From an optimization exercise on the open Yosys and OpenROAD flow, aimed at small area; shortcuts taken in it are not production practice. Function was checked by simulation only, so behaviour that the tests miss may differ from the original. Power figures rest on the tool's default switching activity, not on a simulated workload.

== v6 ==
==> flow/design.v <==
module mem_arbiter_n #(
  parameter int NUM_CH  = 4,
  parameter int ADDR_W  = 32,
  parameter int LINE_W  = 256,
  parameter int BURST_W = 64
) (
  input  logic                       clk,
  input  logic                       reset_n,
  input  logic [NUM_CH-1:0]          ch_read_i,
  input  logic [NUM_CH-1:0]          ch_write_i,
  input  logic [NUM_CH*ADDR_W-1:0]   ch_addr_i,
  input  logic [NUM_CH*LINE_W-1:0]   ch_wline_i,
  output logic [LINE_W-1:0]          ch_rline_o,
  output logic [NUM_CH-1:0]          ch_resp_o,
  output logic                       stall_o,
  input  logic                       resp_i,
  input  logic [BURST_W-1:0]         burst_i,
  output logic [BURST_W-1:0]         burst_o,
  output logic [ADDR_W-1:0]          address_o,
  output logic                       read_o,
  output logic                       write_o
);
  localparam int BEATS = LINE_W / BURST_W;
  localparam int OFF_W = $clog2(LINE_W / 8);
  logic [NUM_CH-1:0] req;
  logic [NUM_CH-1:0] grant_q;     
  logic [NUM_CH-1:0] ptr;         
  logic [NUM_CH-1:0] grant_sel;   
  logic [BEATS-1:0]  beat_q;      
  logic              done_q;      
  logic              busy, idle;
  assign req  = ch_read_i | ch_write_i;
  assign busy = read_o | write_o;
  assign idle = ~busy & ~done_q;
  assign ptr  = {grant_q[NUM_CH-2:0], grant_q[NUM_CH-1]};
  always_comb begin
    logic found;
    grant_sel = '0;
    found     = 1'b0;
    for (int p = 0; p < NUM_CH; p++) begin
      if (ptr[p]) begin
        found = 1'b0;
        for (int j = 0; j < NUM_CH; j++) begin
          if (!found && req[(p + j) % NUM_CH]) begin
            grant_sel[(p + j) % NUM_CH] = 1'b1;
            found = 1'b1;
          end
        end
      end
    end
  end
  always_ff @(posedge clk or negedge reset_n) begin
    if (!reset_n) begin
      grant_q <= NUM_CH'(1) << (NUM_CH - 1);
      beat_q  <= BEATS'(1);
      done_q  <= 1'b0;
      read_o  <= 1'b0;
      write_o <= 1'b0;
    end else begin
      done_q <= busy & resp_i & beat_q[BEATS-1];
      if (idle) begin
        if (|req) begin
          grant_q <= grant_sel;
          write_o <= |(ch_write_i & grant_sel);
          read_o  <= ~|(ch_write_i & grant_sel);
        end
      end else if (busy & resp_i) begin
        beat_q <= {beat_q[BEATS-2:0], beat_q[BEATS-1]};
        if (beat_q[BEATS-1]) begin
          read_o  <= 1'b0;
          write_o <= 1'b0;
        end
      end
    end
  end
  assign ch_resp_o = done_q ? grant_q : '0;
  assign stall_o   = (|req) & ~done_q;
  always_comb begin
    address_o = '0;
    burst_o   = '0;
    for (int c = 0; c < NUM_CH; c++) begin
      address_o = address_o | ({ADDR_W{grant_q[c]}} & ch_addr_i[c*ADDR_W +: ADDR_W]);
      for (int k = 0; k < BEATS; k++)
        burst_o = burst_o | ({BURST_W{grant_q[c] & beat_q[k]}} &
                             ch_wline_i[c*LINE_W + k*BURST_W +: BURST_W]);
    end
    address_o[OFF_W-1:0] = '0;
  end
  always_ff @(posedge clk) begin
    for (int k = 0; k < BEATS - 1; k++)
      if (beat_q[k]) ch_rline_o[k*BURST_W +: BURST_W] <= burst_i;
    ch_rline_o[(BEATS-1)*BURST_W +: BURST_W] <= burst_i;
  end
endmodule
clock: 5.0 ns
lec_check: 0
cap_margin: 20
core_area: 5 5 295 295
die_area: 0 0 300 300
slew_margin: 20
standard.sh (not shown) runs the stock make flow with config.mk's settings and CLKGATE_MAP_FILE= SYNTH_SCRIPT=/design/flow/synth_recipe.tcl, a recipe that flattens the netlist after the stock synthesis.
==> flow/flow/run.sh <==
#!/bin/bash
# Standard ORFS layout with these changes to how it is made:
#  - the port buffers are the smallest buffer cell (buffer_ports -buffer_cell sky130_fd_sc_hd__buf_1);
#  - pins may sit on every routing track (place_pins -min_distance 1 track), so the die can be small;
#  - clock tree from clkbuf_4/clkbuf_8, without dummy loads.
set -euo pipefail
bash standard.sh \
  "BUFFER_PORTS_ARGS=-buffer_cell sky130_fd_sc_hd__buf_1" \
  "PLACE_PINS_ARGS=-min_distance 1 -min_distance_in_tracks" \
  "CTS_ARGS=-sink_clustering_enable -repair_clock_nets -dont_use_dummy_load -buf_list {sky130_fd_sc_hd__clkbuf_4 sky130_fd_sc_hd__clkbuf_8}" \
  finish > standard_flow.log 2>&1
Setup changes, v6 to v7
==> flow/flow/run.sh <==
#!/bin/bash
# Standard ORFS layout with two changes to how it is made:
#  - the port buffers are the smallest buffer cell (buffer_ports -buffer_cell sky130_fd_sc_hd__buf_1);
#  - pins may sit on every routing track (place_pins -min_distance 1 track), so the die can be small.
set -euo pipefail
bash standard.sh \
  "BUFFER_PORTS_ARGS=-buffer_cell sky130_fd_sc_hd__buf_1" \
  "PLACE_PINS_ARGS=-min_distance 1 -min_distance_in_tracks" \
  finish > standard_flow.log 2>&1
[summary]
- Diff v6 -> v7 | sum of met2 wire segment lengths after detailed routing | increase of 320 um
- As far as final routed wirelength across all metal layers is concerned, v6 and v7 perform about the same.
- Going from v6 to v7, the number of vias after detailed routing was found to have gone up by 89.
- Compared with v6, v7 ends up with a larger final cell area.
- The transition time at the pin with the least slew margin in v7 sits 0.028 ns below the value recorded for v6.
- [compare] base=v6 new=v7: routed length on met1 fell about 2.4%; headroom to the max-slew limit higher; final total power went up 480 uW.

[separate check: timing with driven ports]
In the flow no input, the clock included, has a driving cell. The finished layouts below were timed again as built, in two steps.
Step 1 assumes that a clkbuf_16 drives the clock port and a buf_2 every other input.
Step 2 times the ports against the registers' clock, not the clock port: input delays grow and output delays shrink by t, the midpoint of the rising clock arrivals with the driver on.
a / b / c = no drivers / after step 1 / after step 2; a / b = the first two.
run	shift t [ns]	slack for setup (ns)	hold slack, ns
v6	0.551	0.682 / 0.639 / 1.083	0.478 / 0.487 / 0.540
v7	0.570	0.732 / 0.684 / 1.079	0.469 / 0.473 / 0.539
After both steps setup and hold are still met in every run listed.
